Source: an optimization exercise on an open RTL-to-GDS flow (aim: small area, a short achievable clock period and few clock cycles per item). Production flows keep margins and buffers that such runs may drop. Where RTL was checked, it was by simulation tests only, not by an equivalence proof against the original. Power figures rest on the tool's default switching activity, not on a simulated workload.

==> harbor <==
==> flow/design.v <==
`default_nettype none
package resizer_pixel_pkg;
   typedef logic [7:0] chan_t;
   typedef struct packed {
      chan_t r;
      chan_t g;
      chan_t b;
   } pixel_t;
   typedef logic [95:0] col_t;    
   typedef logic [383:0] window_t;    
   typedef struct packed {
      logic [31:0] tdata;
   } stream_in_t;
endpackage
`default_nettype wire
`default_nettype none
package resizer_frame_pkg;
   localparam int FRAME_W = 16;
   localparam int FRAME_H = 10;
   localparam int WIN     = 4;       
   typedef logic [3:0]          x_t;
   typedef logic [3:0]          y_t;
   typedef logic [1:0]          slot_t;    
   typedef logic [4:0]          rows_t;    
   typedef enum logic [1:0] {
      WR_IDLE,
      WR_ACCEPT,
      WR_HOLD
   } wr_state_t;
   typedef enum logic [1:0] {
      RD_WAIT,
      RD_PRIME,
      RD_RUN,
      RD_CLEAR
   } rd_state_t;
endpackage
`default_nettype wire
`timescale 1ns/1ns
`default_nettype none
module bicubic_window_gen
(
   input  wire logic       i_clk,
   input  wire logic       i_rstn,
   input  wire logic       i_s_tvalid,
   input  resizer_pixel_pkg::stream_in_t      i_s_tdata,
   output logic            o_s_tready,
   output logic            o_m_tvalid,
   output resizer_pixel_pkg::window_t         o_m_tdata,
   output logic            o_m_tlast,
   input  wire logic       i_m_tready
);
   localparam int DEPTH = 51;
   logic [23:0] sr [0:DEPTH-1];
   logic [23:0] pix;
   logic [23:0] skid_d;
   logic        skid_v;
   logic [23:0] item;         
   logic        item_v;
   logic [7:0]  p;
   logic [7:0]  ic;
   logic        ahead;      
   logic        ov;         
   logic        rdy;        
   logic        ordy;       
   logic        skid_v_n;
   logic        last_q;     
   logic        run_a;      
   logic        slot_free;
   logic        accept;
   logic        take;       
   logic        split;      
   logic        shift;
   logic [DEPTH-1:0] en;
   assign pix        = {i_s_tdata.tdata[7:0], i_s_tdata.tdata[15:8], i_s_tdata.tdata[23:16]};
   assign o_s_tready = ordy;
   assign accept     = i_s_tvalid && o_s_tready;
   assign item_v     = skid_v || i_s_tvalid;
   assign item       = skid_v ? skid_d : pix;
   assign slot_free  = !ov || i_m_tready;
   assign take       = rdy && item_v && slot_free;
   assign split      = run_a && i_m_tready && !item_v;
   assign skid_v_n   = (skid_v || accept) && !take;
   assign shift      = (i_m_tready && (run_a || (rdy && item_v))) || (!ov && rdy && item_v);
   always_comb begin
      for (int d = 0; d < DEPTH; d++) begin
         en[d] = shift && (i_s_tvalid || skid_v || (8'(d) >= ic));
      end
   end
   always_ff @(posedge i_clk) begin
      if (en[0]) sr[0] <= item;
      for (int d = 1; d < DEPTH; d++) begin
         if (en[d]) sr[d] <= sr[d-1];
      end
   end
   always_ff @(posedge i_clk) begin
      if (!skid_v) skid_d <= pix;
   end
   logic       trans;      
   logic [7:0] p1, p2, i12, i13, i14;
   logic       ic_last;    
   logic [7:0] p_n;
   logic [7:0] ic_n;
   logic       ahead_n;
   logic       ov_n;
   logic [3:1] rs;       
   logic       ld;       
   logic       dup;      
   logic [3:1] rs_p2;
   logic       ld_p2, dup_p2, ld_i13, dup_i13, ld_i14, dup_i14;
   assign trans   = ahead && last_q && ov && i_m_tready;
   assign p1      = p + 8'd1;
   assign p2      = p + 8'd2;
   assign i12     = ic + 8'd12;
   assign i13     = ic + 8'd13;
   assign i14     = ic + 8'd14;
   assign ic_last = (ic == 8'd159);
   assign rs_p2[1] = (p2[7:4] == 4'd13);
   assign rs_p2[2] = (p2[7:4] >= 4'd12) && (p2[7:4] <= 4'd13);
   assign rs_p2[3] = (p2[7:4] >= 4'd11) && (p2[7:4] <= 4'd13);
   assign ld_p2    = (p2[3:0] == 4'd0);
   assign dup_p2   = (p2[3:0] >= 4'd13);
   assign ld_i13   = (i13[3:0] == 4'd0);
   assign dup_i13  = (i13[3:0] >= 4'd13);
   assign ld_i14   = (i14[3:0] == 4'd0);
   assign dup_i14  = (i14[3:0] >= 4'd13);
   always_comb begin
      if (trans) begin
         p_n     = take ? i13 : i12;
         ic_n    = ic + 8'(take);
         ahead_n = 1'b0;
         ov_n    = take && (ic == 8'd51);
      end else if (shift) begin
         p_n     = p1;
         ic_n    = (!ahead && ic_last) ? 8'd0 : ic + 8'(take);
         ahead_n = ahead || ic_last;
         ov_n    = ahead || (p >= 8'd63);
      end else begin
         p_n     = p;
         ic_n    = ic;
         ahead_n = ahead;
         ov_n    = ov && !i_m_tready;
      end
   end
   always_ff @(posedge i_clk) begin
      if (!i_rstn) begin
         rdy    <= 1'b0;
         ov     <= 1'b0;
         ahead  <= 1'b0;
         ic     <= 8'd0;
         p      <= 8'd12;
         last_q <= 1'b0;
         run_a  <= 1'b0;
         skid_v <= 1'b0;
         ordy   <= 1'b0;
         rs     <= '0;
         ld     <= 1'b0;
         dup    <= 1'b1;
      end else begin
         rdy    <= 1'b1;
         ov     <= ov_n;
         ahead  <= ahead_n;
         ic     <= ic_n;
         p      <= p_n;
         skid_v <= skid_v_n;
         ordy   <= !skid_v_n;
         if (trans) begin
            last_q <= 1'b0;
            run_a  <= 1'b0;
            rs     <= '0;
            ld     <= take ? ld_i14 : ld_i13;
            dup    <= take ? dup_i14 : dup_i13;
         end else if (shift) begin
            last_q <= (p == 8'd222);
            run_a  <= ahead ? (p != 8'd222) : ic_last;
            rs     <= rs_p2;
            ld     <= ld_p2;
            dup    <= dup_p2;
         end
      end
   end
   logic [23:0] t   [0:3][0:3];    
   logic [23:0] tc  [0:3][0:3];    
   always_comb begin
      for (int i = 0; i < 4; i++) begin
         for (int j = 0; j < 4; j++) begin
            if (i == 3 && j == 3) t[i][j] = item;
            else                  t[i][j] = sr[50 - 16*i - j];
         end
      end
      for (int j = 0; j < 4; j++) begin
         tc[0][j] = t[0][j];
         for (int i = 1; i < 4; i++) begin
            tc[i][j] = rs[i] ? tc[i-1][j] : t[i][j];
         end
      end
   end
   always_ff @(posedge i_clk) begin
      if (shift) begin
         for (int i = 0; i < 4; i++) begin
            for (int j = 0; j < 3; j++) begin
               o_m_tdata[96*j + 24*i +: 24] <= ld ? tc[i][j] : o_m_tdata[96*(j+1) + 24*i +: 24];
            end
         end
      end
      if (shift && !dup) begin
         for (int i = 0; i < 4; i++) begin
            o_m_tdata[288 + 24*i +: 24] <= tc[i][3];
         end
      end
   end
   assign o_m_tvalid = ov;
   assign o_m_tlast  = last_q;
endmodule
`default_nettype wire
==> flow/flow/run.sh <==
#!/bin/bash
set -euo pipefail
export BUFFER_PORTS_ARGS="-buffer_cell sky130_fd_sc_hd__buf_1"
export CTS_ARGS="-sink_clustering_enable -repair_clock_nets -dont_use_dummy_load -sink_clustering_size 22 -sink_clustering_max_diameter 100"
bash standard.sh finish > flow_standard.log 2>&1
==> flow/standard.sh <==
#!/bin/bash
# synth_recipe.tcl (not shown) runs the flow's synth.tcl, then flattens the netlist and writes it again
# the make line also repeats each setting of config.mk as NAME=value (left out here)
make -C /OpenROAD-flow-scripts/flow DESIGN_CONFIG=/design/flow/config.mk WORK_HOME=/design/flow/orfs CLKGATE_MAP_FILE= SYNTH_SCRIPT=/design/flow/synth_recipe.tcl "${@:-finish}"
==> flow/config.mk <==
export PLATFORM = sky130hd
export DESIGN_NAME = bicubic_window_gen
export DESIGN_NICKNAME = bicubic_window_gen
export VERILOG_FILES = /design/flow/design.v
export SDC_FILE = /design/flow/constraint.sdc
export NUM_CORES = 4
export LEC_CHECK = 0
export CAP_MARGIN = 20
export CORE_MARGIN = 6
export CORE_UTILIZATION = 58
export SETUP_SLACK_MARGIN = 3.2
export SLEW_MARGIN = 20
==> flow/constraint.sdc <==
create_clock -name core_clock -period 5.5 [get_ports {i_clk}]
set_input_delay 1.1000 -clock core_clock [delete_from_list [all_inputs] [get_ports {i_clk}]]
set_output_delay 1.1000 -clock core_clock [all_outputs]
set_load 0.01 [all_outputs]
==> inputs of sierra, as changes to harbor <==
- SETUP_SLACK_MARGIN: 3.2 -> 2.8
==> inputs of lagoon, as changes to harbor <==
- CORE_UTILIZATION: 58 -> 45
- SETUP_SLACK_MARGIN: 3.2 -> 3.1
- TNS_END_PERCENT: default -> 10
==> metrics.csv <==
stage,metric,value,unit
run_status,status,finished clean,
floorplanning,initial_core_util,58.7,%
setup_path,crit_start,o_m_tdata[235],
drt,wl,156000,µm
timing,max_freq,400,MHz
floorplanning,tapCellCount,1287,
grt,use_met1,40.2,%
placement,place.gp.congestion,0.900,
grt,antenna_found_initial,13,
setup_path,cp.required,4.40,ns
That was harbor.
==> metrics.csv <==
stage,metric,value,unit
setup_path,cp.required,5.83,ns
grt,use_met1,39.1,%
grt,antenna_found_initial,15,
run_status,status,finished clean,
timing,max_freq,348,MHz
That was sierra.
==> metrics.csv <==
stage,metric,value,unit
placement,dp_hpwl,100000,µm
grt,antenna_found_initial,17,
setup_path,cp.required,5.92,ns
placement,place.gp.congestion,0.817,
setup_path,crit_start,rs[1],
floorplanning,tapCellCount,1662,
run_status,status,finished clean,
timing,max_freq,382,MHz
That was lagoon.
Testbench counts of harbor, summed over its fixed seeds: cycles 5,544, windows 5,120.
Testbench counts of sierra, summed over its fixed seeds: cycles 5,544, windows 5,120.
Testbench counts of lagoon, summed over its fixed seeds: cycles 5,544, windows 5,120.

* * *

==> job 2235: inputs <==
Starts from the design.v that is shown in full above.
Settings: LEC_CHECK=0, CAP_MARGIN=20, CORE_MARGIN=6, CORE_UTILIZATION=72, SETUP_SLACK_MARGIN=3.0, SLEW_MARGIN=20; clock period 5.5 ns.
standard.sh (not shown) runs the stock make flow with config.mk's settings and CLKGATE_MAP_FILE= SYNTH_SCRIPT=/design/flow/synth_recipe.tcl, a recipe that flattens the netlist after the stock synthesis.
==> flow/flow/run.sh <==
#!/bin/bash
set -euo pipefail
export BUFFER_PORTS_ARGS="-buffer_cell sky130_fd_sc_hd__buf_1"
export CTS_ARGS="-sink_clustering_enable -repair_clock_nets -dont_use_dummy_load -sink_clustering_size 22 -sink_clustering_max_diameter 100"
bash standard.sh finish > flow_standard.log 2>&1
==> job 8400 (differences from job 2235) <==
Settings changed: CORE_UTILIZATION 72 to 66.
==> results.txt <==
Outcome: job 8400 no timing/DRC/antenna violations; job 2235 no timing/DRC/antenna violations
Delay of the slowest cell on the worst path: job 8400 0.24 ns; job 2235 0.62 ns
Final worst slack: job 8400 2.995 ns; job 2235 2.926 ns
RePlAce Congestion: job 8400 0.9035; job 2235 0.9177
Signal inverters: job 8400 40; job 2235 39
Met2 routing resource usage after global routing: job 8400 50.64%; job 2235 57.16%
Sum of internal, switching and leakage power: job 8400 21,920 uW; job 2235 22,100 uW
Cells resized by post-CTS repair: job 8400 94; job 2235 127
Capture endpoint of the worst hold path: job 8400 sr[12][22]; job 2235 sr[41][19]
Fraction of area in registers: job 8400 75.87%; job 2235 75.58%
Total number of vias: job 8400 29,360; job 2235 30,480
Drt initial violations: job 8400 4,325; job 2235 4,620
Skew-Pair Late Insertion Delay: job 8400 0.66 ns; job 2235 0.67 ns
Final nets: job 8400 3,535; job 2235 3,550
Testbench counts of job 2235, summed over its fixed seeds: cycles 5,544, windows 5,120.
Testbench counts of job 8400, summed over its fixed seeds: cycles 5,544, windows 5,120.

* * *

==> inputs of 07-02 <==
RTL: the design.v shown in full above, as it stands there.
export LEC_CHECK = 0
export CAP_MARGIN = 20
export CORE_MARGIN = 6
export CORE_UTILIZATION = 45
export SETUP_SLACK_MARGIN = 3.0
export SLEW_MARGIN = 20
create_clock -name core_clock -period 5.5 [get_ports {i_clk}]
==> flow/flow/run.sh <==
#!/bin/bash
set -euo pipefail
export BUFFER_PORTS_ARGS="-buffer_cell sky130_fd_sc_hd__buf_1"
export CTS_ARGS="-sink_clustering_enable -repair_clock_nets -dont_use_dummy_load -sink_clustering_size 24"
bash standard.sh finish > flow_standard.log 2>&1
==> inputs of 01-13, as changes to 07-02 <==
Settings changed: SETUP_SLACK_MARGIN 3.0 to 3.4.
==> results.txt <==
In synthesized cell count, 01-13 and 07-02 do not differ.
01-13 completed without violations. 07-02 completed with no timing, DRC or antenna violations.
Against 07-02, the setup slack of 01-13 is worse by 0.0022 ns.
In 01-13 the utilization is higher than in 07-02, by 5.9 points.
Between 01-13 and 07-02, the lower non-clock buffer count is in 07-02 (gap 358).
Global-route usage: 01-13 is higher than 07-02 (2.7 points).
Sequential share of layout area: 07-02 is higher than 01-13 (7.0 points).
In 01-13 the first-iteration DRC count is larger than in 07-02, by about 38%.
==> figures <==
quantity                                                                         07-02                    01-13
Via count                                                                       29,216                   32,502
Origin of the critical flop-to-flop path                                         ic[2]                       ov
Buffers inserted by post-CTS timing repair                                          64                      249
Run status                                                     complete, no violations  complete, no violations
GRT met2 Usage                                                                   0.327                    0.383
Met1 demand-to-capacity share in global routing                                  0.308                    0.345
Total length of routed met3 wires                                            17,200 µm                19,700 µm
Uppermost layer routed                                                            met5                     met4
Leakage power summed over all cells                                          0.0222 µW                0.0260 µW
Final worst slack                                                              2.94 ns                  2.94 ns
Global-route wire length before repair                                      211,000 µm               235,000 µm
WHS                                                                           0.374 ns                 0.362 ns
Least-Margin Pin Slew                                                          1.10 ns                  1.09 ns
Met1 routed wirelength after detailed routing                                64,600 µm                71,500 µm
Share of the clock period used by the worst path after layout                    0.465                    0.465
Power in the clock group                                                       9310 µW                  9430 µW
Testbench counts of 07-02, summed over its fixed seeds: cycles 5,544, windows 5,120.
Testbench counts of 01-13, summed over its fixed seeds: cycles 5,544, windows 5,120.

* * *

==> exp/xenon <==
RTL: the design.v shown in full above, as it stands there.
==> flow/config.mk <==
export PLATFORM = sky130hd
export DESIGN_NAME = bicubic_window_gen
export DESIGN_NICKNAME = bicubic_window_gen
export VERILOG_FILES = /design/flow/design.v
export SDC_FILE = /design/flow/constraint.sdc
export NUM_CORES = 4
export LEC_CHECK = 0
export CAP_MARGIN = 20
export CORE_MARGIN = 6
export CORE_UTILIZATION = 45
export SETUP_SLACK_MARGIN = 3.0
export SLEW_MARGIN = 20
==> flow/constraint.sdc <==
create_clock -name core_clock -period 5.5 [get_ports {i_clk}]
set_input_delay 1.1000 -clock core_clock [delete_from_list [all_inputs] [get_ports {i_clk}]]
set_output_delay 1.1000 -clock core_clock [all_outputs]
set_load 0.01 [all_outputs]
==> flow/flow/run.sh <==
#!/bin/bash
set -euo pipefail
export BUFFER_PORTS_ARGS="-buffer_cell sky130_fd_sc_hd__buf_1"
export CTS_ARGS="-sink_clustering_enable -repair_clock_nets -dont_use_dummy_load -sink_clustering_size 22 -sink_clustering_max_diameter 100"
bash standard.sh finish > flow_standard.log 2>&1
==> inputs of exp/onyx, as changes to exp/xenon <==
==> flow/flow/run.sh (replaced) <==
#!/bin/bash
set -euo pipefail
export BUFFER_PORTS_ARGS="-buffer_cell sky130_fd_sc_hd__buf_1"
export CTS_ARGS="-sink_clustering_enable -repair_clock_nets -dont_use_dummy_load -sink_clustering_size 30 -sink_clustering_max_diameter 70"
bash standard.sh finish > flow_standard.log 2>&1
CORE_UTILIZATION = 66   (was 45)
==> inputs of exp/indigo, as changes to exp/xenon <==
CORE_UTILIZATION = 58   (was 45)
==> inputs of exp/violet, as changes to exp/xenon <==
--- a/flow/design.v
+++ b/flow/design.v
@@ -61,8 +61,6 @@
    logic        ahead;      
    logic        ov;         
    logic        rdy;        
-   logic        ordy;       
-   logic        skid_v_n;
    logic        last_q;     
    logic        run_a;      
    logic        slot_free;
@@ -72,14 +70,13 @@
    logic        shift;
    logic [DEPTH-1:0] en;
    assign pix        = {i_s_tdata.tdata[7:0], i_s_tdata.tdata[15:8], i_s_tdata.tdata[23:16]};
-   assign o_s_tready = ordy;
+   assign o_s_tready = rdy && !skid_v;
    assign accept     = i_s_tvalid && o_s_tready;
    assign item_v     = skid_v || i_s_tvalid;
    assign item       = skid_v ? skid_d : pix;
    assign slot_free  = !ov || i_m_tready;
    assign take       = rdy && item_v && slot_free;
    assign split      = run_a && i_m_tready && !item_v;
-   assign skid_v_n   = (skid_v || accept) && !take;
    assign shift      = (i_m_tready && (run_a || (rdy && item_v))) || (!ov && rdy && item_v);
    always_comb begin
       for (int d = 0; d < DEPTH; d++) begin
@@ -95,52 +92,45 @@
    always_ff @(posedge i_clk) begin
       if (!skid_v) skid_d <= pix;
    end
-   logic       trans;      
-   logic [7:0] p1, p2, i12, i13, i14;
-   logic       ic_last;    
    logic [7:0] p_n;
    logic [7:0] ic_n;
    logic       ahead_n;
    logic       ov_n;
+   logic [7:0] q_n;
+   always_comb begin
+      p_n     = p;
+      ic_n    = ic;
+      ahead_n = ahead;
+      ov_n    = ov;
+      if (ahead && last_q) begin
+         if (ov && i_m_tready) begin
+            ahead_n = 1'b0;
+            ic_n    = ic + 8'(take);
+            p_n     = 8'd12 + ic + 8'(take);
+            ov_n    = take && (ic == 8'd51);
+         end
+      end else if (shift) begin
+         p_n = p + 8'd1;
+         if (ahead) begin
+            ov_n = 1'b1;
+            if (take) ic_n = ic + 8'd1;
+         end else begin
+            ov_n = (p >= 8'd63);
+            if (ic == 8'd159) begin
+               ic_n    = 8'd0;
+               ahead_n = 1'b1;
+            end else begin
+               ic_n = ic + 8'd1;
+            end
+         end
+      end else if (i_m_tready) begin
+         ov_n = 1'b0;
+      end
+      q_n = p_n + 8'd1;    
+   end
    logic [3:1] rs;       
    logic       ld;       
    logic       dup;      
-   logic [3:1] rs_p2;
-   logic       ld_p2, dup_p2, ld_i13, dup_i13, ld_i14, dup_i14;
-   assign trans   = ahead && last_q && ov && i_m_tready;
-   assign p1      = p + 8'd1;
-   assign p2      = p + 8'd2;
-   assign i12     = ic + 8'd12;
-   assign i13     = ic + 8'd13;
-   assign i14     = ic + 8'd14;
-   assign ic_last = (ic == 8'd159);
-   assign rs_p2[1] = (p2[7:4] == 4'd13);
-   assign rs_p2[2] = (p2[7:4] >= 4'd12) && (p2[7:4] <= 4'd13);
-   assign rs_p2[3] = (p2[7:4] >= 4'd11) && (p2[7:4] <= 4'd13);
-   assign ld_p2    = (p2[3:0] == 4'd0);
-   assign dup_p2   = (p2[3:0] >= 4'd13);
-   assign ld_i13   = (i13[3:0] == 4'd0);
-   assign dup_i13  = (i13[3:0] >= 4'd13);
-   assign ld_i14   = (i14[3:0] == 4'd0);
-   assign dup_i14  = (i14[3:0] >= 4'd13);
-   always_comb begin
-      if (trans) begin
-         p_n     = take ? i13 : i12;
-         ic_n    = ic + 8'(take);
-         ahead_n = 1'b0;
-         ov_n    = take && (ic == 8'd51);
-      end else if (shift) begin
-         p_n     = p1;
-         ic_n    = (!ahead && ic_last) ? 8'd0 : ic + 8'(take);
-         ahead_n = ahead || ic_last;
-         ov_n    = ahead || (p >= 8'd63);
-      end else begin
-         p_n     = p;
-         ic_n    = ic;
-         ahead_n = ahead;
-         ov_n    = ov && !i_m_tready;
-      end
-   end
    always_ff @(posedge i_clk) begin
       if (!i_rstn) begin
          rdy    <= 1'b0;
@@ -151,31 +141,23 @@
          last_q <= 1'b0;
          run_a  <= 1'b0;
          skid_v <= 1'b0;
-         ordy   <= 1'b0;
          rs     <= '0;
          ld     <= 1'b0;
-         dup    <= 1'b1;
+         dup    <= 1'b0;
       end else begin
          rdy    <= 1'b1;
          ov     <= ov_n;
          ahead  <= ahead_n;
          ic     <= ic_n;
          p      <= p_n;
-         skid_v <= skid_v_n;
-         ordy   <= !skid_v_n;
-         if (trans) begin
-            last_q <= 1'b0;
-            run_a  <= 1'b0;
-            rs     <= '0;
-            ld     <= take ? ld_i14 : ld_i13;
-            dup    <= take ? dup_i14 : dup_i13;
-         end else if (shift) begin
-            last_q <= (p == 8'd222);
-            run_a  <= ahead ? (p != 8'd222) : ic_last;
-            rs     <= rs_p2;
-            ld     <= ld_p2;
-            dup    <= dup_p2;
-         end
+         last_q <= (p_n == 8'd223);
+         run_a  <= ahead_n && (p_n != 8'd223);
+         skid_v <= (skid_v || accept) && !take;
+         rs[1]  <= (q_n[7:4] == 4'd13);
+         rs[2]  <= (q_n[7:4] >= 4'd12) && (q_n[7:4] <= 4'd13);
+         rs[3]  <= (q_n[7:4] >= 4'd11) && (q_n[7:4] <= 4'd13);
+         ld     <= (q_n[3:0] == 4'd0);
+         dup    <= (q_n[3:0] >= 4'd13);
       end
    end
    logic [23:0] t   [0:3][0:3];    
==> flow/flow/run.sh (replaced) <==
#!/bin/bash
set -euo pipefail
export BUFFER_PORTS_ARGS="-buffer_cell sky130_fd_sc_hd__buf_1"
bash standard.sh finish > flow_standard.log 2>&1
SETUP_SLACK_MARGIN = 2.5   (was 3.0)
==> flow_metrics.py <==
metrics = {
    "die": {
        "tap_cells": 1650,
    },
    "routing": {
        "vias": 28301,
        "routed_wl_um": 144000,
    },
    "hold_path": {
        "hold_start": "sr[25][23]",
    },
    "critical_path": {
        "endpoint": "sr[46][13]",
        "reg2reg_from": "ic[1]",
    },
    "pwr": {
        "p_int_w": 0.0210,
    },
    "status": {
        "status": "no timing/DRC/antenna violations",
    },
    "sta": {
        "final.period_utilization": 0.545,
    },
    "finish": {
        "seq_cells": 1659,
        "num-nonclk-inverters": 38,
        "n_all_buffers": 478,
        "drive_gt1_frac": 0.163,
    },
    "cts": {
        "clk_latency_ns": 0.78,
    },
}
(the above is from exp/violet)
==> flow_metrics.py <==
metrics = {
    "pwr": {
        "p_int_w": 0.0175,
    },
    "routing": {
        "routed_wl_um": 157000,
    },
    "finish": {
        "n_all_buffers": 574,
        "num-nonclk-inverters": 39,
        "seq_cells": 1660,
    },
    "cts": {
        "clk_latency_ns": 0.70,
    },
    "status": {
        "status": "no timing/DRC/antenna violations",
    },
    "hold_path": {
        "hold_start": "sr[9][5]",
    },
}
(the above is from exp/xenon)
==> flow_metrics.py <==
metrics = {
    "status": {
        "status": "no timing/DRC/antenna violations",
    },
    "sta": {
        "final.period_utilization": 0.463,
    },
    "routing": {
        "vias": 28495,
    },
    "die": {
        "tap_cells": 1287,
    },
    "pwr": {
        "p_int_w": 0.0174,
    },
    "finish": {
        "drive_gt1_frac": 0.153,
    },
    "cts": {
        "clk_latency_ns": 0.67,
    },
}
(the above is from exp/indigo)
==> flow_metrics.py <==
metrics = {
    "status": {
        "status": "no timing/DRC/antenna violations",
    },
    "hold_path": {
        "hold_start": "sr[29][9]",
    },
    "routing": {
        "routed_wl_um": 150000,
        "vias": 29164,
    },
    "critical_path": {
        "reg2reg_from": "rs[1]",
        "endpoint": "o_m_tdata[375]",
    },
    "finish": {
        "n_all_buffers": 530,
    },
}
(the above is from exp/onyx)
Testbench counts of exp/xenon, summed over its fixed seeds: cycles 5,544, windows 5,120.
Testbench counts of exp/onyx, summed over its fixed seeds: cycles 5,544, windows 5,120.
Testbench counts of exp/indigo, summed over its fixed seeds: cycles 5,544, windows 5,120.
The RTL of exp/violet was laid out without a check of its function.

[separate check: timing with driven ports]
In the flow no input, the clock included, has a driving cell. The finished layouts below were timed again as built, in two steps.
Step 1 assumes that a clkbuf_16 drives the clock port and a buf_2 every other input.
Step 2 moves the port delays by t, midway between the first and last clock arrival at a register: inputs arrive t later, outputs are due t later. That takes back most of the time a late clock gives input paths.
a / b / c = ideal ports / drivers / drivers and shift; a / b = the first two.
run	t (ns)	setup slack, ns	clock arrival spread, ns
harbor	0.720	3.003 / 2.928 / 2.388	0.050 / 0.050
sierra	0.724	2.627 / 2.627 / 2.079	0.053 / 0.053
lagoon	0.704	2.885 / 2.879 / 2.202	0.138 / 0.138
job 2235	0.706	2.926 / 2.914 / 2.346	0.073 / 0.073
job 8400	0.702	2.995 / 2.945 / 2.321	0.059 / 0.058
07-02	0.825	2.944 / 2.874 / 2.179	0.082 / 0.082
01-13	0.837	2.942 / 2.869 / 2.248	0.063 / 0.063
exp/xenon	0.721	2.917 / 2.917 / 2.238	0.106 / 0.106
exp/onyx	0.695	2.978 / 2.923 / 2.351	0.072 / 0.072
exp/indigo	0.720	2.953 / 2.932 / 2.270	0.046 / 0.045
exp/violet	0.829	2.502 / 2.494 / 1.665	0.038 / 0.038
After both steps every run listed still meets setup and hold. For exp/violet, which loses most, drivers alone change the setup slack by -0.008 ns; drivers and shift together by -0.837 ns.
